Source: an optimization exercise on an open RTL-to-GDS flow (aim: small area). Production flows keep margins and buffers that such runs may drop.
Function was checked by simulation only, so behaviour that the tests miss may differ from the original.
Power is estimated from default activity; no workload was simulated.

<file path="design/flow/config.mk">
export PLATFORM = sky130hd
export DESIGN_NAME = block_nms_top
export DESIGN_NICKNAME = block_nms_top
export VERILOG_FILES = /design/flow/design.v
export SDC_FILE = /design/flow/constraint.sdc
export NUM_CORES = 4
export LEC_CHECK = 0
export ABC_AREA = 1
export CAP_MARGIN = 20
export CORE_MARGIN = 2
export CORE_UTILIZATION = 80
export PLACE_DENSITY = 0.88
export SLEW_MARGIN = 20
export BUFFER_PORTS_ARGS = -buffer_cell sky130_fd_sc_hd__buf_1
export CTS_ARGS = -sink_clustering_enable -repair_clock_nets -sink_clustering_size 30 -sink_clustering_max_diameter 100 -dont_use_dummy_load -root_buf sky130_fd_sc_hd__clkbuf_8 -tree_buf sky130_fd_sc_hd__clkbuf_8 -buf_list sky130_fd_sc_hd__clkbuf_16
</file>
<file path="design/flow/constraint.sdc">
create_clock -name core_clock -period 8.0 [get_ports {clk}]
set_input_delay 1.6000 -clock core_clock [delete_from_list [all_inputs] [get_ports {clk}]]
set_output_delay 1.6000 -clock core_clock [all_outputs]
set_load 0.01 [all_outputs]
</file>
<file path="design/flow/design.v">
module block_nms_top (
    input  logic       clk,
    input  logic       rst_n,
    input  logic       cfg_valid,
    input  logic [6:0] cfg_width,
    input  logic [6:0] cfg_height,
    input  logic       in_valid,
    input  logic [7:0] in_score,
    output logic       out_valid,
    output logic [7:0] out_score,
    output logic       out_last
);
    logic [5:0] wm1;         
    logic [3:0] bands_left;  
    logic [5:0] x_cnt;
    logic [1:0] y_off;
    logic accept, row_last, band_last, frame_last;
    assign accept     = in_valid;
    assign row_last   = (x_cnt == wm1);
    assign band_last  = row_last && (y_off == 2'd3);
    assign frame_last = band_last && (bands_left == 4'd0);
    always_ff @(posedge clk or negedge rst_n) begin
        if (!rst_n) begin
            x_cnt <= '0;
            y_off <= '0;
        end else begin
            if (accept) begin
                if (row_last) begin
                    x_cnt <= '0;
                    y_off <= y_off + 1'b1;
                end else begin
                    x_cnt <= x_cnt + 1'b1;
                end
            end
        end
    end
    always_ff @(posedge clk) begin
        if (cfg_valid) begin
            wm1        <= 6'(cfg_width - 7'd1);
            bands_left <= 4'(cfg_height[6:2] - 5'd1);
        end else if (accept && band_last) begin
            bands_left <= bands_left - 1'b1;
        end
    end
    logic [7:0] acc_score [16];
    logic [3:0] acc_pos   [16];
    logic [3:0] blk;
    logic       first;
    logic       upd;
    assign blk   = x_cnt[5:2];
    assign first = (y_off == 2'd0) && (x_cnt[1:0] == 2'd0);
    assign upd   = accept && (first || (in_score > acc_score[blk]));
    always_ff @(posedge clk) begin
        if (upd) begin
            acc_score[blk] <= in_score;
            acc_pos[blk]   <= {y_off, x_cnt[1:0]};
        end
    end
    logic band_done;
    logic band_end;
    always_ff @(posedge clk) begin
        band_done <= accept && band_last;
    end
    assign band_end = (bands_left == 4'hf);
    logic [7:0] drn_score [16];
    logic [3:0] drn_pos   [16];
    logic [5:0] drn_wm1;
    always_ff @(posedge clk) begin
        if (band_done) begin
            for (int k = 0; k < 16; k++) begin
                drn_score[k] <= acc_score[k];
                drn_pos[k]   <= acc_pos[k];
            end
            drn_wm1   <= wm1;
        end
    end
    logic       active;
    logic       drn_end;
    logic [5:0] d_col;
    logic [1:0] d_row;
    logic       d_row_end, d_last;
    assign d_row_end = (d_col == drn_wm1);
    assign d_last    = d_row_end && (d_row == 2'd3);
    always_ff @(posedge clk or negedge rst_n) begin
        if (!rst_n) begin
            active <= 1'b0;
        end else if (band_done) begin
            active <= 1'b1;
        end else if (active && d_last) begin
            active <= 1'b0;
        end
    end
    always_ff @(posedge clk) begin
        if (band_done) begin
            drn_end <= band_end;
            d_col   <= '0;
            d_row   <= '0;
        end else if (active) begin
            if (d_row_end) begin
                d_col <= '0;
                d_row <= d_row + 1'b1;
            end else begin
                d_col <= d_col + 1'b1;
            end
        end
    end
    logic [7:0] rd_score;
    logic [3:0] rd_pos;
    logic       hit;
    assign rd_score = drn_score[d_col[5:2]];
    assign rd_pos   = drn_pos[d_col[5:2]];
    assign hit      = (rd_pos == {d_row, d_col[1:0]});
    logic       v_q, l_q;
    logic [7:0] s_q;
    always_ff @(posedge clk) begin
        v_q       <= active;
        l_q       <= active && d_last && drn_end;
        out_valid <= v_q;
        out_last  <= l_q;
        s_q       <= hit ? rd_score : 8'd0;
        out_score <= s_q;
    end
endmodule
</file>
<file path="design/flow/flow/run.sh">
#!/bin/bash
# The standard layout with two changes:
# - synthesis: ABC maps the combinational logic with an area-oriented script
#   (flow/abc_area.script) instead of ORFS's. Registers, flattening and
#   renaming are the standard synthesis's, since only the ABC script differs.
# - placement: every input and output port still gets a buffer, but the
#   smallest one (buf_1); repair_design sizes it up where a net needs it.
# - clock tree: no dummy loads, and clkbuf_8 above the leaf level.
set -e -o pipefail
W=$PWD

# a private copy of the ORFS scripts with the ABC script replaced
rm -rf "$W/scripts"
cp -r "$FLOW_HOME/scripts" "$W/scripts"
cp "$W/flow/abc_area.script" "$W/scripts/abc_area.script"
export SCRIPTS_DIR="$W/scripts"

# settings ORFS reads from the design config
cat >> "$W/config.mk" <<'EOC'
export BUFFER_PORTS_ARGS = -buffer_cell sky130_fd_sc_hd__buf_1
export CTS_ARGS = -sink_clustering_enable -repair_clock_nets -sink_clustering_size 30 -sink_clustering_max_diameter 100 -dont_use_dummy_load -root_buf sky130_fd_sc_hd__clkbuf_8 -tree_buf sky130_fd_sc_hd__clkbuf_8 -buf_list sky130_fd_sc_hd__clkbuf_16
EOC

bash standard.sh > "$W/standard.log" 2>&1
</file>
<file path="design/flow/flow/abc_area.script">
strash
ifraig
dc2
strash
&get -n
&dch -f
&nf -a -R 1000
&put
topo
</file>
<file path="design/flow/standard.sh">
#!/bin/bash
# synth_recipe.tcl (not shown) runs the flow's synth.tcl, then flattens the netlist and writes it again
# the make line also repeats each setting of config.mk as NAME=value (left out here)
make -C /OpenROAD-flow-scripts/flow DESIGN_CONFIG=/design/flow/config.mk WORK_HOME=/design/flow/orfs CLKGATE_MAP_FILE= SYNTH_SCRIPT=/design/flow/synth_recipe.tcl "${@:-finish}"
</file>
==> flow_metrics.py, run 1 <==
metrics = {
    "cts": {
        "cts_hold_buf": 0,
        "cts_tree": "done",
        "max-clock-path-buffers": 3,
        "cts.sinks": 439,
        "post_cts_buffers": 0,
        "clk_pin_slew_worst_paths_ps": 110,
        "cts_resized": 0,
        "cts_root_buffer": "clkbuf_8",
        "cts_max_level": 1,
        "clk_latency_ps": 600,
        "cts_inserted_buffers": 18,
    },
    "final_layout": {
        "multi_input_area_mm2": 0.00270,
        "drive_gt1_frac": 0.0699,
        "final.fill_count": 728,
        "area_growth_pct": 7.55,
        "register_area_mm2": 0.0129,
        "fin_nets": 960,
    },
    "drt": {
        "drc": 0,
        "drtAntennaViolNets": 0,
        "vias_per_cell": 7.88,
        "wirelength_mm": 40.9,
        "vias": 9274,
        "drt-initial-drc-count": 1855,
        "wl_per_cell_um": 34.7,
        "drtPass1Iterations": 9,
    },
    "grt": {
        "grt_start_max_net_pins": 101,
        "antenna_found_initial": 0,
        "gr-total-overflow": 0,
        "track_usage": 0.414,
        "grt_pass1_wl_mm": 58.7,
        "grt_pass1_vias": 9244,
    },
    "floorplanning": {
        "row_count": 50,
        "fp.dieH_um": 143,
        "start_util": 0.822,
        "die_area_mm2": 0.0205,
        "io_pins": 36,
        "coreArea_mm2": 0.0189,
        "die-width_um": 143,
    },
    "worst_setup_path": {
        "critPathRequiredTime_ps": 8290,
        "arrival_ps": 5970,
        "end_kind": "register",
        "critical-path-max-stage-delay_ps": 920,
        "critical_path_class": "reg -> reg",
        "cp-start-kind": "register",
        "cp_slowest_cell": "nor2_1",
        "crit_top_cell": "a21oi_1",
        "crit_path_cell_trace": "clkinv_1, nor2_4, a22oi_1, a21oi_1, nor4_1, ha_1, nand3_1, o211ai_1, a21oi_1, o211ai_1, o31ai_1, a21oi_1, nand2_1, nor2_1, buf_4",
        "critPathMaxFanout": 33,
    },
    "status": {
        "status": "finished clean",
    },
    "power": {
        "switching_share": 0.314,
        "comb_power_share": 0.227,
        "ir_worst_vdd_v": 0.000237,
        "leakagePower_nw": 5.22,
        "p_seq_frac": 0.574,
        "p_per_area_mw_per_mm2": 298,
        "total_power_mw": 4.98,
        "switchingPower_mw": 1.56,
        "power_frac_clock": 0.199,
        "p_int_mw": 3.41,
    },
    "job": {
        "drv_cap": 0,
    },
    "sta": {
        "final_hold_viol_count": 0,
        "finalSetupViolations": 0,
        "slew_headroom": 0.180,
        "finalSetupTns_ps": 0,
        "clock.fmax_mhz": 176,
        "clock_skew_ps": 34.5,
        "drv_slew": 0,
        "period_share": 0.710,
        "setup_ws_ps": 2320,
        "rsz0062_at_grt": "false",
        "min_period_ps": 5680,
        "worst_pin_slew_ps": 1230,
    },
    "yosys": {
        "ys_seq_elements": 439,
        "async_flop_share": 0.0205,
        "synth_top_area_share": 0.775,
        "synth_common_cells": "edfxtp_1 (401), a22oi_1 (87), nor2_1 (46)",
        "synth_top_area_cell": "edfxtp_1",
        "synthFlopType": "edfxtp_1",
        "ys_types": 39,
        "syn_nets": 881,
        "ys_seq_area_frac": 0.827,
        "synthTopCellsByArea": "edfxtp_1 (78%), a22oi_1 (4.2%), dfxtp_1 (3.7%)",
        "syn_avg_cell_area_um2": 18.5,
        "synth_area_mm2": 0.0155,
        "synth-edff-count": 401,
        "yosysMostFrequentCell": "edfxtp_1",
        "yosys_warnings": 3,
        "synthCells": 839,
    },
    "worst_hold_path": {
        "min_path_type": "reg -> reg",
    },
    "placement": {
        "place_congestion": 0.878,
        "post-dp-hpwl_mm": 23.6,
        "dpl_worst_slack_ps": 2550,
        "io_buffers": 31,
    },
}
-- logic make-up after synthesis --
kind of cell,Yosys count,synth area share
flops,439,0.827
xor+xnor,21,0.0118
compound gates,199,0.0969
fa+ha+maj,16,0.0129
mux,6,0.00387
buf+inv,19,0.00459
simple gates,139,0.0425
-- sequential cells by signal, summed over array words and instances (netlist names) --
name / cells
out_score: 8
l_q: 1
active: 1
acc_score: 128
out_valid: 1
d_col: 6
drn_wm1: 6
d_row: 2
out_last: 1
v_q: 1
drn_score: 128
band_done: 1
drn_end: 1
s_q: 8
bands_left: 4
wm1: 6
drn_pos: 64
y_off: 2
acc_pos: 64
x_cnt: 6
-- worst max-delay path, delay by kind of cell (launching register included) --
| kind | cells | cell delay [ps] |
|---|---|---|
| and+or+nand+nor | 5 | 2290 |
| AOI/OAI and AO/OA | 7 | 1650 |
| buffers and inverters | 2 | 580 |
| adders and majority gates | 1 | 330 |
| DFF | 1 | 540 |
-- power groups by stage --
stage               clock network [mW]  logic (mW)  registers (mW)
floorplan                            0       0.592            2.85
global placement                     0       0.980            2.88
detailed placement                   0        1.05            2.90
CTS                              0.968        1.08            2.85
global route                      1.04        1.17            2.88
finish                           0.990        1.13            2.86
-- metal layers --
layer,part of all wire,wire length (um),GRT usage,vias to the layer above
met5,0,0,0,-
met4,0.064,2640,0.211,0
met3,0.17,6850,0.127,230
met2,0.47,19300,0.648,1023
met1,0.30,12100,0.541,4403
li1,-,-,-,3618
-- cell usage in the layout (no fill, tap or decap), drive strengths merged, types with 8 or more instances in the layout --
cell type  count
xnor2         11
clkbuf        18
a21oi         40
nand3         16
buf           59
nand2         32
ha            16
a222oi        37
dfxtp         29
nor4          12
nor3           8
nor2          46
dfrtp          9
xor2          10
a22oi         87
clkinv        19
edfxtp       401
a221oi        11
-- worst paths after layout --
path,depth (start not counted),endpoint,startpoint,slack [ps]
worst min-delay path,0,out_last$_DFF_P_,l_q$_DFF_P_,330
worst max-delay path,15,acc_pos[8][1]$_DFFE_PP_,x_cnt[3]$_DFFE_PN0P_,2320
max in group asynchronous,1,x_cnt[5]$_DFFE_PN0P_,rst_n,6670
worst max register to register,15,acc_pos[8][1]$_DFFE_PP_,x_cnt[3]$_DFFE_PN0P_,2320
min in group asynchronous,1,y_off[1]$_DFFE_PN0P_,rst_n,950
worst min register to register,0,out_last$_DFF_P_,l_q$_DFF_P_,330
-- stage by stage --
stage                     cell area, um2  hold slack (ps)  std cells   util
final                              16700              334       1177  0.884
after global routing               16700              341       1176  0.884
after CTS                          16700              337       1176  0.884
after detailed placement           16300              314       1158  0.861
after global placement             16300              311       1158  0.861
after floorplan                    15500              310        839      -
-- final cells by class --
cell class	count	share of cell area
antenna	1	0.000150
clock buffer	18	0.0249
inverter	19	0.00427
multi-input combinational	381	0.162
sequential	439	0.769
tap	260	0.0195
timing repair buffer	59	0.0198
==> inputs of run 2 (changes only) <==
--- a/design/flow/design.v
+++ b/design/flow/design.v
@@ -50,5 +50,14 @@
     assign blk   = x_cnt[5:2];
     assign first = (y_off == 2'd0) && (x_cnt[1:0] == 2'd0);
-    assign upd   = accept && (first || (in_score > acc_score[blk]));
+    logic [15:0] cmp_sel;
+    logic [7:0]  cur_score;
+    always_comb begin
+        cur_score = '0;
+        for (int k = 0; k < 16; k++) begin
+            cmp_sel[k] = (blk == 4'(k));
+            cur_score  = cur_score | ({8{cmp_sel[k]}} & acc_score[k]);
+        end
+    end
+    assign upd   = accept && (first || (in_score > cur_score));
     always_ff @(posedge clk) begin
         if (upd) begin
@@ -108,6 +117,14 @@
     logic [3:0] rd_pos;
     logic       hit;
-    assign rd_score = drn_score[d_col[5:2]];
-    assign rd_pos   = drn_pos[d_col[5:2]];
+    logic [15:0] rd_sel;
+    always_comb begin
+        rd_score = '0;
+        rd_pos   = '0;
+        for (int k = 0; k < 16; k++) begin
+            rd_sel[k] = (d_col[5:2] == 4'(k));
+            rd_score  = rd_score | ({8{rd_sel[k]}} & drn_score[k]);
+            rd_pos    = rd_pos   | ({4{rd_sel[k]}} & drn_pos[k]);
+        end
+    end
     assign hit      = (rd_pos == {d_row, d_col[1:0]});
     logic       v_q, l_q;
--- a/design/flow/config.mk
+++ b/design/flow/config.mk
@@ -7,9 +7,9 @@
 export LEC_CHECK = 0
 export ABC_AREA = 1
-export CAP_MARGIN = 20
+export CAP_MARGIN = 5
 export CORE_MARGIN = 2
 export CORE_UTILIZATION = 80
 export PLACE_DENSITY = 0.88
-export SLEW_MARGIN = 20
+export SLEW_MARGIN = 5
 export BUFFER_PORTS_ARGS = -buffer_cell sky130_fd_sc_hd__buf_1
 export CTS_ARGS = -sink_clustering_enable -repair_clock_nets -sink_clustering_size 30 -sink_clustering_max_diameter 100 -dont_use_dummy_load -root_buf sky130_fd_sc_hd__clkbuf_8 -tree_buf sky130_fd_sc_hd__clkbuf_8 -buf_list sky130_fd_sc_hd__clkbuf_16
==> run 2 against run 1 <==
Effect of this change:
- routed wire length down 2.5%
- critical path depth fell by 1
- sequential share of layout area is 0.30 points higher
- via count down 3.4%
- synthesized cell count decreased by 2.4%
- setup slack got worse by 500 ps
- register-to-register slack got worse by 500 ps
- combinational power shrank 8%
- global-route usage decreased by 1.2 points
- cell count shrank 2.1%
- die area decreased by 0.43%
- clock power increased by 0.5%
- critical endpoint is now acc_pos[15][3]$_DFFE_PP_
- largest power group unchanged
- highest routed layer unchanged
==> flow_metrics.py, run 2 <==
metrics = {
    "yosys": {
        "synth_top_area_cell": "edfxtp_1",
        "synthCells": 819,
        "synthFlopType": "edfxtp_1",
        "synth_common_cells": "edfxtp_1 (401), a222oi_1 (68), nor2_1 (47)",
        "yosys_warnings": 3,
        "synth_top_area_share": 0.779,
        "syn_avg_cell_area_um2": 18.9,
        "syn_nets": 861,
        "ys_types": 37,
        "yosysMostFrequentCell": "edfxtp_1",
        "ys_seq_area_frac": 0.831,
        "synth-edff-count": 401,
        "synthTopCellsByArea": "edfxtp_1 (78%), a222oi_1 (4.4%), dfxtp_1 (3.8%)",
        "async_flop_share": 0.0205,
        "ys_seq_elements": 439,
        "synth_area_mm2": 0.0155,
    },
    "grt": {
        "grt_pass1_vias": 8811,
        "grt_pass1_wl_mm": 56.2,
        "track_usage": 0.402,
        "gr-total-overflow": 0,
        "grt_start_max_net_pins": 83,
        "antenna_found_initial": 1,
    },
    "floorplanning": {
        "coreArea_mm2": 0.0188,
        "start_util": 0.821,
        "row_count": 50,
        "io_pins": 36,
        "fp.dieH_um": 143,
        "die_area_mm2": 0.0205,
        "die-width_um": 143,
    },
    "final_layout": {
        "area_growth_pct": 7.61,
        "final_util": 0.883,
        "fin_cells": 1152,
        "stdcell_area_mm2": 0.0166,
        "mostFrequentLayoutCell": "edfxtp_1",
        "drive_gt1_frac": 0.0707,
        "layout_common_cells": "edfxtp_1 (401), a222oi_1 (68), nor2_1 (40)",
        "top_regs": "acc_score x128, drn_score x128",
        "fin_nets": 935,
    },
    "worst_setup_path": {
        "crit_start": "x_cnt[2]$_DFFE_PN0P_",
        "cp-start-kind": "register",
        "end_kind": "register",
        "rr_endpoint": "acc_pos[15][3]$_DFFE_PP_",
        "critical_path_class": "reg -> reg",
        "critPathMaxFanout": 12,
        "r2r_slack_ps": 1820,
        "arrival_ps": 6360,
        "r2r_start": "x_cnt[2]$_DFFE_PN0P_",
        "worstSetupEndpoint": "acc_pos[15][3]$_DFFE_PP_",
        "rr_worst_depth": 14,
        "critPathRequiredTime_ps": 8180,
    },
    "cts": {
        "max-clock-path-buffers": 3,
        "cts_max_level": 1,
        "cts_inserted_buffers": 18,
        "clk_pin_slew_worst_paths_ps": 100,
        "cts_resized": 0,
        "cts_root_buffer": "clkbuf_8",
        "post_cts_buffers": 0,
        "cts_hold_buf": 0,
        "cts_tree": "done",
        "cts.sinks": 439,
        "clk_latency_ps": 610,
    },
    "sta": {
        "finalSetupViolations": 0,
        "period_share": 0.773,
        "clock_skew_ps": 52.1,
        "slew_headroom": 0.0440,
        "finalSetupTns_ps": 0,
        "final_hold_viol_count": 0,
        "hold_slack_ps": 336,
        "drv_slew": 0,
        "worst_pin_slew_ps": 1430,
        "clock.fmax_mhz": 162,
        "setup_ws_ps": 1820,
        "min_period_ps": 6180,
        "rsz0062_at_grt": "false",
    },
    "power": {
        "total_power_mw": 4.91,
        "p_per_area_mw_per_mm2": 295,
        "ir_worst_vdd_v": 0.000307,
        "leakagePower_nw": 5.28,
    },
    "job": {
        "drv_cap": 0,
    },
    "drt": {
        "wirelength_mm": 39.9,
        "drc": 0,
        "drt-initial-drc-count": 1973,
        "drtAntennaViolNets": 0,
        "wl_per_cell_um": 34.6,
        "drtPass1Iterations": 9,
        "vias_per_cell": 7.78,
        "vias": 8963,
    },
    "placement": {
        "placed_area_mm2": 0.0162,
        "dpl_worst_slack_ps": 2370,
        "place_congestion": 0.925,
        "placedCellCount": 1133,
        "io_buffers": 31,
        "post-dp-hpwl_mm": 24.0,
    },
    "worst_hold_path": {
        "min_path_type": "reg -> reg",
        "min-delay-start": "s_q[5]$_SDFF_PP0_",
    },
    "status": {
        "status": "finished clean",
    },
}
run 2: changes by cell type after synthesis, moves of 6 or more:
cell and change:
a222oi_1 +31, nor3_1 +18, a21oi_1 -34, and3_1 +10, a22oi_1 -53, xor2_1 +6, nand2_1 +7
run 2: how the worst min path moves through the flow:
stage	endpoint	cells after the start
after floorplan	out_last$_DFF_P_	0
after global placement	out_last$_DFF_P_	0
after detailed placement	out_score[5]$_DFF_P_	0
after CTS	out_score[1]$_DFF_P_	0
after global routing	out_score[1]$_DFF_P_	0
final	out_score[5]$_DFF_P_	0
run 2: per-layer routing:
layer	up-vias	wire (um)	global-route usage	share of wire
met2	912	18700	0.634	0.47
met4	0	2530	0.196	0.063
li1	3576	-	-	-
met3	208	6680	0.119	0.17
met5	-	0	0	0
met1	4267	11900	0.525	0.30
run 2: cell families after synthesis:
family,synth area share
flops,0.831
simple gates,0.0550
compound gates,0.0802
xor+xnor,0.0136
fa+ha+maj,0.0129
buf+inv,0.00340
mux,0.00388
run 2: where the power goes:
part,switching (mW),internal [mW],total (mW)
Combinational,0.719,0.322,1.04
Sequential,0.165,2.71,2.88
Clock,0.624,0.371,0.995
Total,1.51,3.41,4.91
run 2: critical path, cell delays in order, from the launching register on:
cell       delay, ps
dfrtp_1          620
nand2b_1         350
nor2_1          1170
a222oi_1         270
nand4_1          240
nor2_1            70
ha_1             320
nand3_1          130
o211ai_1         200
a21oi_1          100
nor2_1            80
a2111oi_0         60
o21ai_0          490
nand2_1          570
nor3_4          1080
run 2: layout make-up:
cell class,count,area (um2)
fillers,701,2190
multi-input cells,366,2700
flip-flops and latches,439,12900
clock buffers,18,417
repair buffers,54,289
well taps,260,325
inverters,14,52.6
diodes,1,2.50
==> inputs of run 3 (changes only) <==
--- a/design/flow/config.mk
+++ b/design/flow/config.mk
@@ -7,9 +7,10 @@
 export LEC_CHECK = 0
 export ABC_AREA = 1
-export CAP_MARGIN = 5
+export CAP_MARGIN = 20
 export CORE_MARGIN = 2
 export CORE_UTILIZATION = 80
+export GPL_TIMING_DRIVEN = 0
 export PLACE_DENSITY = 0.88
-export SLEW_MARGIN = 5
+export SLEW_MARGIN = 20
 export BUFFER_PORTS_ARGS = -buffer_cell sky130_fd_sc_hd__buf_1
 export CTS_ARGS = -sink_clustering_enable -repair_clock_nets -sink_clustering_size 30 -sink_clustering_max_diameter 100 -dont_use_dummy_load -root_buf sky130_fd_sc_hd__clkbuf_8 -tree_buf sky130_fd_sc_hd__clkbuf_8 -buf_list sky130_fd_sc_hd__clkbuf_16
==> run 3 against run 2 <==
Effect of this change:
- still clean
- setup slack got worse by 230 ps
- via count rose by 6.2%
- clock skew fell by 11 ps
- global-route usage rose by 4.8 points
- design area rose by 2.6%
- power rose by 2.7%
- first-iteration DRC count fell by 9.0%
- synthesized area did not move
- routed wire length rose by 11%
- sequential share of layout area fell by 1.9 points
==> flow_metrics.py, run 3 <==
metrics = {
    "cts": {
        "cts_inserted_buffers": 18,
        "cts_tree": "done",
        "cts.sinks": 439,
        "cts_resized": 0,
        "cts_root_buffer": "clkbuf_8",
        "post_cts_buffers": 0,
        "cts_hold_buf": 0,
        "clk_pin_slew_worst_paths_ps": 110,
        "cts_max_level": 1,
        "max-clock-path-buffers": 3,
        "clk_latency_ps": 620,
    },
    "yosys": {
        "syn_nets": 861,
        "synth_top_area_cell": "edfxtp_1",
        "synth_top_area_share": 0.779,
        "ys_seq_elements": 439,
        "synth_common_cells": "edfxtp_1 (401), a222oi_1 (68), nor2_1 (47)",
        "synthCells": 819,
        "async_flop_share": 0.0205,
        "syn_avg_cell_area_um2": 18.9,
        "synthTopCellsByArea": "edfxtp_1 (78%), a222oi_1 (4.4%), dfxtp_1 (3.8%)",
        "yosys_warnings": 3,
        "synthFlopType": "edfxtp_1",
        "ys_types": 37,
        "yosysMostFrequentCell": "edfxtp_1",
        "synth_area_mm2": 0.0155,
        "ys_seq_area_frac": 0.831,
        "synth-edff-count": 401,
    },
    "sta": {
        "worst_pin_slew_ps": 1250,
        "min_period_ps": 6410,
        "clock.fmax_mhz": 156,
        "final_hold_viol_count": 0,
        "drv_slew": 0,
        "setup_ws_ps": 1590,
        "period_share": 0.801,
        "finalSetupViolations": 0,
        "rsz0062_at_grt": "false",
        "slew_headroom": 0.163,
        "hold_slack_ps": 341,
        "clock_skew_ps": 41.2,
        "finalSetupTns_ps": 0,
    },
    "worst_setup_path": {
        "cp-start-kind": "register",
        "crit_top_cell": "nor2_1",
        "crit_buf_inv": 1,
        "critical-path-max-stage-delay_ps": 1010,
        "crit_start": "x_cnt[2]$_DFFE_PN0P_",
        "critical_path_class": "reg -> reg",
        "end_kind": "register",
        "critPathRequiredTime_ps": 8300,
        "crit_path_cell_trace": "nand2_1, nor2_1, a222oi_1, nand4_1, nor2_1, ha_1, nand3_1, o211ai_1, a21oi_1, nor2_1, a2111oi_0, o21ai_0, nand2_1, nor3_2, buf_4",
        "crit_family": "simple AND/OR/NAND/NOR gates",
        "critPathMaxFanout": 11,
        "cp_slowest_cell": "nor2_1",
        "arrival_ps": 6710,
        "r2r_start": "x_cnt[2]$_DFFE_PN0P_",
    },
    "power": {
        "ir_worst_vdd_v": 0.000281,
        "leakagePower_nw": 5.46,
        "p_per_area_mw_per_mm2": 296,
    },
    "grt": {
        "grt_pass1_wl_mm": 62.2,
        "grt_pass1_vias": 9460,
        "gr-total-overflow": 0,
        "track_usage": 0.450,
        "antenna_found_initial": 0,
        "grt_start_max_net_pins": 67,
    },
    "final_layout": {
        "top_regs": "acc_score x128, drn_score x128",
        "drive_gt1_frac": 0.117,
        "layout_common_cells": "edfxtp_1 (401), a222oi_1 (68), nand2_1 (39)",
        "antennaDiodeCount": 0,
        "stdcell_area_mm2": 0.0171,
        "mostFrequentLayoutCell": "edfxtp_1",
        "fin_nets": 966,
        "area_growth_pct": 10.4,
    },
    "drt": {
        "wirelength_mm": 44.1,
        "vias_per_cell": 8.05,
        "wl_per_cell_um": 37.3,
        "drtPass1Iterations": 8,
        "drc": 0,
        "drt-initial-drc-count": 1796,
        "drtAntennaViolNets": 0,
        "vias": 9519,
    },
    "status": {
        "status": "finished clean",
    },
    "placement": {
        "dpl_worst_slack_ps": 2310,
        "place_congestion": 0.905,
        "post-dp-hpwl_mm": 28.3,
        "placed_area_mm2": 0.0166,
        "io_buffers": 31,
    },
    "floorplanning": {
        "die_area_mm2": 0.0205,
        "fp.dieH_um": 143,
        "die-width_um": 143,
        "start_util": 0.821,
        "row_count": 50,
        "io_pins": 36,
        "coreArea_mm2": 0.0188,
    },
    "worst_hold_path": {
        "min_path_type": "reg -> reg",
        "min-delay-start": "s_q[2]$_SDFF_PP0_",
    },
    "job": {
        "drv_cap": 0,
    },
}
## run 3: area by class of cell
type	instances	area (um2)
clock buffer	18	417
fill	569	1770
inverter	14	52.6
multi-input combinational	366	2710
sequential	439	12900
tap	260	325
timing repair buffer	85	711
## run 3: routing by layer
layer,global-route usage,up-vias,share of wire
met1,0.530,4500,0.28
met5,0,-,0
met3,0.167,319,0.17
li1,-,3640,-
met4,0.321,0,0.092
met2,0.691,1060,0.46
## run 3: cell families after synthesis
kind of cell	Yosys count	synth area share
flip-flops	439	0.831
AND/OR/NAND/NOR	178	0.0550
AO/OA/AOI/OAI	142	0.0802
XOR/XNOR	24	0.0136
adder cells (fa/ha/maj)	16	0.0129
buffers and inverters	14	0.00340
multiplexers	6	0.00388
## run 3: metrics by stage
| step | utilization | cells | total power, mW |
|---|---|---|---|
| detailed placement | 0.884 | 1164 | 3.96 |
| CTS | 0.906 | 1182 | 4.94 |
| finish | 0.906 | 1182 | 5.04 |
| floorplan | - | 819 | 3.40 |
| global placement | 0.844 | 1110 | 3.74 |
| global route | 0.906 | 1182 | 5.12 |
## run 3: final timing paths
path / slack [ps] / cells past startpoint / endpoint
max: 1590 / 15 / acc_score[10][2]$_DFFE_PP_
min: 340 / 0 / out_score[2]$_DFF_P_
max reg2reg: 1590 / 15 / acc_score[10][2]$_DFFE_PP_
min reg2reg: 340 / 0 / out_score[2]$_DFF_P_
max in group asynchronous: 6730 / 1 / x_cnt[0]$_DFFE_PN0P_
min in group asynchronous: 920 / 1 / x_cnt[3]$_DFFE_PN0P_
## run 3: where the power goes
| part | internal, mW | leakage (nW) | switching (mW) |
|---|---|---|---|
| combinational | 0.367 | 1.29 | 0.790 |
| sequential | 2.71 | 3.96 | 0.181 |
| clock | 0.371 | 0.206 | 0.624 |
| total | 3.45 | 5.46 | 1.59 |
==> inputs of run 4 (changes only) <==
--- a/design/flow/config.mk
+++ b/design/flow/config.mk
@@ -10,5 +10,4 @@
 export CORE_MARGIN = 2
 export CORE_UTILIZATION = 80
-export GPL_TIMING_DRIVEN = 0
 export PLACE_DENSITY = 0.88
 export SLEW_MARGIN = 20
==> run 4 against run 3 <==
Effect of this change:
- register-to-register slack better by 280 ps
- power down 2.1%
- critical endpoint is now acc_pos[15][3]$_DFFE_PP_
- die area unchanged
- fmax up 4.6%
- critical path type unchanged
==> flow_metrics.py, run 4 <==
metrics = {
    "yosys": {
        "ys_types": 37,
        "yosysMostFrequentCell": "edfxtp_1",
        "ys_seq_elements": 439,
        "synth_top_area_cell": "edfxtp_1",
        "async_flop_share": 0.0205,
        "synthFlopType": "edfxtp_1",
        "ys_seq_area_frac": 0.831,
        "syn_avg_cell_area_um2": 18.9,
        "yosys_warnings": 3,
        "syn_nets": 861,
        "synthTopCellsByArea": "edfxtp_1 (78%), a222oi_1 (4.4%), dfxtp_1 (3.8%)",
        "synth-edff-count": 401,
        "synth_top_area_share": 0.779,
        "synth_area_mm2": 0.0155,
        "synth_common_cells": "edfxtp_1 (401), a222oi_1 (68), nor2_1 (47)",
        "synthCells": 819,
    },
    "final_layout": {
        "stdcell_area_mm2": 0.0166,
        "layout_common_cells": "edfxtp_1 (401), a222oi_1 (68), nor2_1 (39), nand2_1 (39), a22oi_1 (34)",
        "fin_cells": 1152,
        "top_regs": "acc_score x128, drn_score x128",
        "drive_gt1_frac": 0.0718,
        "area_growth_pct": 7.68,
        "fin_nets": 935,
        "mostFrequentLayoutCell": "edfxtp_1",
        "final_util": 0.884,
    },
    "grt": {
        "track_usage": 0.407,
        "grt_start_max_net_pins": 83,
        "grt_pass1_vias": 8943,
        "gr-total-overflow": 0,
        "antenna_found_initial": 0,
        "grt_pass1_wl_mm": 57.0,
    },
    "drt": {
        "wl_per_cell_um": 35.0,
        "wirelength_mm": 40.4,
        "vias": 8979,
        "drtPass1Iterations": 10,
        "drt-initial-drc-count": 2022,
        "vias_per_cell": 7.79,
        "drtAntennaViolNets": 0,
        "drc": 0,
    },
    "sta": {
        "slew_headroom": 0.125,
        "setup_ws_ps": 1870,
        "worst_pin_slew_ps": 1310,
        "final_hold_viol_count": 0,
        "clock.fmax_mhz": 163,
        "finalSetupViolations": 0,
        "rsz0062_at_grt": "false",
        "finalSetupTns_ps": 0,
        "min_period_ps": 6130,
        "clock_skew_ps": 53.5,
        "hold_slack_ps": 337,
        "drv_slew": 0,
        "period_share": 0.766,
    },
    "worst_setup_path": {
        "critPathMaxFanout": 12,
        "critical_path_class": "reg -> reg",
        "rr_endpoint": "acc_pos[15][3]$_DFFE_PP_",
        "critPathRequiredTime_ps": 8190,
        "cp-start-kind": "register",
        "arrival_ps": 6320,
        "rr_worst_depth": 14,
        "end_kind": "register",
        "r2r_start": "x_cnt[2]$_DFFE_PN0P_",
        "r2r_slack_ps": 1870,
    },
    "floorplanning": {
        "start_util": 0.821,
        "row_count": 50,
        "io_pins": 36,
        "die_area_mm2": 0.0205,
        "coreArea_mm2": 0.0188,
        "fp.dieH_um": 143,
        "die-width_um": 143,
    },
    "cts": {
        "cts.sinks": 439,
        "cts_hold_buf": 0,
        "post_cts_buffers": 0,
        "cts_root_buffer": "clkbuf_8",
        "max-clock-path-buffers": 3,
        "cts_max_level": 1,
        "cts_resized": 0,
        "cts_inserted_buffers": 18,
        "cts_tree": "done",
        "clk_latency_ps": 620,
        "clk_pin_slew_worst_paths_ps": 120,
    },
    "placement": {
        "dpl_worst_slack_ps": 2360,
        "place_congestion": 0.925,
        "post-dp-hpwl_mm": 23.9,
        "placed_area_mm2": 0.0162,
        "io_buffers": 31,
        "placedCellCount": 1133,
    },
    "worst_hold_path": {
        "whs_path_depth": 0,
        "hold-path-endpoint": "out_score[2]$_DFF_P_",
        "min-delay-start": "s_q[2]$_SDFF_PP0_",
        "min_path_type": "reg -> reg",
    },
    "power": {
        "ir_worst_vdd_v": 0.000290,
        "p_per_area_mw_per_mm2": 297,
        "total_power_mw": 4.94,
        "leakagePower_nw": 5.29,
    },
    "job": {
        "drv_cap": 0,
    },
    "status": {
        "status": "finished clean",
    },
}
-- run 4: kinds of logic (layout without fill, tap and decap cells) --
family	after synthesis	after routing	synth area share
flip-flops	439	439	0.831
AND/OR/NAND/NOR	178	178	0.0550
AO/OA/AOI/OAI	142	142	0.0802
XOR/XNOR	24	24	0.0136
adder cells (fa/ha/maj)	16	16	0.0129
buffers and inverters	14	86	0.00340
multiplexers	6	6	0.00388
other	0	1	0
-- run 4: power breakdown --
group          switching [mW]  total [mW]  internal, mW
Sequential              0.167        2.88          2.71
Clock                   0.629        1.00         0.372
Combinational           0.736        1.06         0.324
-- run 4: per-layer routing --
| layer | vias to the layer above | GRT usage | wire, um |
|---|---|---|---|
| met2 | 962 | 0.626 | 18500 |
| met4 | 2 | 0.236 | 3080 |
| li1 | 3582 | - | - |
| met5 | - | 0.0201 | 46 |
| met3 | 252 | 0.116 | 6910 |
| met1 | 4181 | 0.532 | 11800 |
-- run 4: layout make-up --
cell class              count  area [um2]
diodes                      1        2.50
clock buffers              18         417
fillers                   696        2180
inverters                  14        52.6
multi-input cells         366        2710
flip-flops and latches    439       12900
well taps                 260         325
repair buffers             54         289
-- run 4: how the worst max path moves through the flow --
stage / startpoint / to / slack, ps / cells past startpoint
2_1_floorplan: band_done$_DFF_P_ / d_col[3]$_SDFFE_PP0P_ / 2600 / 1
3_3_place_gp: x_cnt[2]$_DFFE_PN0P_ / acc_score[5][5]$_DFFE_PP_ / 2550 / 15
3_5_place_dp: x_cnt[2]$_DFFE_PN0P_ / acc_score[15][6]$_DFFE_PP_ / 2360 / 14
4_1_cts: x_cnt[2]$_DFFE_PN0P_ / acc_pos[15][3]$_DFFE_PP_ / 2190 / 14
5_1_grt: x_cnt[2]$_DFFE_PN0P_ / acc_pos[15][3]$_DFFE_PP_ / 1770 / 14
6_report: x_cnt[2]$_DFFE_PN0P_ / acc_pos[15][3]$_DFFE_PP_ / 1870 / 14
-- run 4: worst max-delay path: stages, from the launching register on --
cell and delay, ps:
dfrtp_1 610, nand2_1 380, nor2_1 1090, a222oi_1 330
nand2_1 140, nor2_1 50, ha_1 320, nand3_1 130
o211ai_1 210, a21oi_1 100, nor2_1 80, a2111oi_0 60
o21ai_0 510, nand2_1 590, nor3_4 1070
==> inputs of run 5 (changes only) <==
--- a/design/flow/config.mk
+++ b/design/flow/config.mk
@@ -9,6 +9,6 @@
 export CAP_MARGIN = 20
 export CORE_MARGIN = 2
-export CORE_UTILIZATION = 80
-export PLACE_DENSITY = 0.88
+export CORE_UTILIZATION = 65
+export PLACE_DENSITY = 0.95
 export SLEW_MARGIN = 20
 export BUFFER_PORTS_ARGS = -buffer_cell sky130_fd_sc_hd__buf_1
==> run 5 against run 4 <==
Effect of this change:
- global-route usage decreased by 7.2 points
- design area rose by 0.63%
- sequential share of layout area fell by 0.48 points
- via count rose by 2.0%
- setup slack lost 270 ps
- die area is 22% higher
- highest routed layer is now met4
- first-iteration DRC count is 4.4% lower
- still clean
- largest cell class unchanged
- critical endpoint is now acc_pos[14][2]$_DFFE_PP_
==> flow_metrics.py, run 5 <==
metrics = {
    "worst_setup_path": {
        "arrival_ps": 6710,
        "crit_start": "x_cnt[4]$_DFFE_PN0P_",
        "worstSetupEndpoint": "acc_pos[14][2]$_DFFE_PP_",
        "r2r_start": "x_cnt[4]$_DFFE_PN0P_",
        "cp-start-kind": "register",
        "critPathRequiredTime_ps": 8310,
        "rr_endpoint": "acc_pos[14][2]$_DFFE_PP_",
        "end_kind": "register",
        "critPathMaxFanout": 10,
        "rr_worst_depth": 15,
        "r2r_slack_ps": 1600,
        "critical_path_class": "reg -> reg",
    },
    "yosys": {
        "synth_top_area_share": 0.779,
        "synth_area_mm2": 0.0155,
        "syn_nets": 861,
        "async_flop_share": 0.0205,
        "synth-adder-area-share": 0.0129,
        "synth_compound_area_frac": 0.0802,
        "synth-simple-area-share": 0.0550,
        "synth.area.mux_share": 0.00388,
        "synth_common_cells": "edfxtp_1 (401), a222oi_1 (68), nor2_1 (47)",
        "yosys.area_share.xor_xnor": 0.0136,
        "synth_top_family_by_area": "compound AO/OA/AOI/OAI gates",
        "ys_seq_area_frac": 0.831,
        "synthTopCellsByArea": "edfxtp_1 (78%), a222oi_1 (4.4%), dfxtp_1 (3.8%)",
        "synth-edff-count": 401,
        "yosysMostFrequentCell": "edfxtp_1",
        "synthCells": 819,
        "syn_avg_cell_area_um2": 18.9,
        "yosys_warnings": 3,
        "ys_types": 37,
        "synth_top_area_cell": "edfxtp_1",
        "ys_seq_elements": 439,
        "synthFlopType": "edfxtp_1",
    },
    "placement": {
        "post-dp-hpwl_mm": 23.9,
        "io_buffers": 31,
        "dpl_worst_slack_ps": 2210,
        "place_congestion": 0.952,
    },
    "sta": {
        "rsz0062_at_grt": "false",
        "drv_slew": 0,
        "final_hold_viol_count": 0,
        "finalSetupTns_ps": 0,
        "clock_skew_ps": 50.3,
        "min_period_ps": 6400,
        "slew_headroom": 0.186,
        "finalSetupViolations": 0,
        "worst_pin_slew_ps": 1220,
        "clock.fmax_mhz": 156,
        "period_share": 0.800,
        "setup_ws_ps": 1600,
    },
    "cts": {
        "cts_hold_buf": 0,
        "cts.sinks": 439,
        "clk_latency_ps": 630,
        "max-clock-path-buffers": 3,
        "cts_root_buffer": "clkbuf_8",
        "cts_resized": 0,
        "post_cts_buffers": 0,
        "clk_pin_slew_worst_paths_ps": 120,
        "cts_inserted_buffers": 18,
        "cts_tree": "done",
        "cts_max_level": 1,
    },
    "floorplanning": {
        "io_pins": 36,
        "coreArea_mm2": 0.0234,
        "row_count": 56,
        "die-width_um": 158,
        "fp.dieH_um": 158,
        "die_area_mm2": 0.0250,
        "start_util": 0.661,
    },
    "final_layout": {
        "final.fill_count": 1256,
        "mostFrequentLayoutCell": "edfxtp_1",
        "drive_gt1_frac": 0.0809,
        "area_growth_pct": 8.36,
        "top_regs": "acc_score x128, drn_score x128",
        "antennaDiodeCount": 0,
        "layout_common_cells": "edfxtp_1 (401), a222oi_1 (68), nor2_1 (44)",
        "multi_input_area_mm2": 0.00266,
        "register_area_mm2": 0.0129,
        "fin_nets": 946,
    },
    "job": {
        "drv_cap": 0,
    },
    "worst_hold_path": {
        "min_path_type": "reg -> reg",
        "min-delay-start": "l_q$_DFF_P_",
    },
    "drt": {
        "wl_per_cell_um": 33.7,
        "drc": 0,
        "wirelength_mm": 41.2,
        "drtAntennaViolNets": 0,
        "drt-initial-drc-count": 1934,
        "drtPass1Iterations": 10,
        "vias": 9159,
        "vias_per_cell": 7.50,
    },
    "grt": {
        "gr-total-overflow": 0,
        "grt_start_max_net_pins": 86,
        "grt_pass1_wl_mm": 58.4,
        "grt_pass1_vias": 9027,
        "track_usage": 0.335,
        "antenna_found_initial": 0,
    },
    "power": {
        "leakagePower_nw": 5.30,
        "p_per_area_mw_per_mm2": 296,
        "ir_worst_vdd_v": 0.000183,
    },
    "status": {
        "status": "finished clean",
    },
}
-- run 5: cell counts after synthesis --
Identical to the previous run, type by type.
-- run 5: critical path, stage by stage, from the launching register on --
cell and delay, ps:
dfrtp_1 690, nand2_1 380, nor2_1 1010, a222oi_1 270, nand4_1 190, nor2_1 90, ha_1 330, nand3_1 140
o211ai_1 260, a21oi_1 120, nor2_1 130, a2111oi_0 80, o21ai_0 630, nand2_1 520, nor3_2 880, buf_4 340
-- run 5: logic make-up after synthesis --
| group | after synthesis |
|---|---|
| simple gates | 178 |
| mux | 6 |
| compound gates | 142 |
| flops | 439 |
| buf+inv | 14 |
| fa+ha+maj | 16 |
| xor+xnor | 24 |
-- run 5: where the power goes --
group / internal (mW) / leakage, nW / switching, mW
Combinational: 0.327 / 1.13 / 0.729
Sequential: 2.71 / 3.96 / 0.172
Clock: 0.371 / 0.206 / 0.639
-- run 5: worst min path at each step --
stage | to | slack (ps) | depth (start not counted)
floorplan | out_last$_DFF_P_ | 310 | 0
global placement | out_valid$_DFF_P_ | 310 | 0
detailed placement | out_score[0]$_DFF_P_ | 310 | 0
CTS | out_last$_DFF_P_ | 340 | 0
global route | out_score[3]$_DFF_P_ | 340 | 0
finish | out_last$_DFF_P_ | 340 | 0
-- run 5: area by class of cell --
class | count | area share
Sequential cell | 439 | 0.767
Multi-Input combinational cell | 366 | 0.159
Clock buffer | 18 | 0.0249
Tap cell | 319 | 0.0238
Timing Repair Buffer | 65 | 0.0222
Inverter | 14 | 0.00314
-- run 5: per-stage QoR --
| stage | power (mW) | hold slack (ps) | area, um2 | utilization | std cells |
|---|---|---|---|---|---|
| final | 4.95 | 337 | 16800 | 0.716 | 1221 |
| after global routing | 5.04 | 345 | 16800 | 0.716 | 1221 |
| after CTS | 4.87 | 341 | 16700 | 0.716 | 1221 |
| after detailed placement | 3.89 | 312 | 16300 | 0.698 | 1203 |
| after global placement | 3.78 | 310 | 16300 | 0.698 | 1203 |
| after floorplan | 3.40 | 310 | 15500 | - | 819 |
-- run 5: layer usage --
| layer | global-route usage | vias to the layer above | share of wire |
|---|---|---|---|
| li1 | - | 3583 | - |
| met1 | 0.418 | 4359 | 0.30 |
| met2 | 0.529 | 979 | 0.47 |
| met3 | 0.104 | 238 | 0.16 |
| met4 | 0.188 | 0 | 0.070 |
| met5 | 0 | - | 0 |

==> what the ideal ports hide <==
The flow's constraints put no driver on any port. The routed layouts listed below were extracted and timed again, unchanged, in two steps.
Step 1 assumes that a clkbuf_16 drives the clock port and a buf_2 every other input.
Step 2, shift: input delay + t, output delay - t, t = (earliest + latest rising clock arrival at the registers) / 2. This alone moves slack from input paths to output paths.
Three values: ideal, step 1, step 2; two values: the first two.
run | t (ns) | setup WS [ns] | worst hold slack (ns) | clock arrival spread, ns | pins driven straight from the clock port
run 1 | 0.628 | 2.321 / 2.321 / 2.321 | 0.334 / 0.334 / 0.334 | 0.035 / 0.034 | 1
run 2 | 0.627 | 1.820 / 1.820 / 1.820 | 0.336 / 0.336 / 0.336 | 0.052 / 0.053 | 1
run 3 | 0.650 | 1.591 / 1.591 / 1.591 | 0.341 / 0.341 / 0.341 | 0.041 / 0.042 | 1
run 4 | 0.632 | 1.870 / 1.870 / 1.870 | 0.337 / 0.337 / 0.337 | 0.054 / 0.054 | 1
run 5 | 0.655 | 1.601 / 1.600 / 1.600 | 0.337 / 0.337 / 0.337 | 0.050 / 0.050 | 1
After both steps every run listed still meets setup and hold. The setup slack of run 5, which loses most, moves by -0.001 ns with the drivers and by -0.001 ns with both steps.
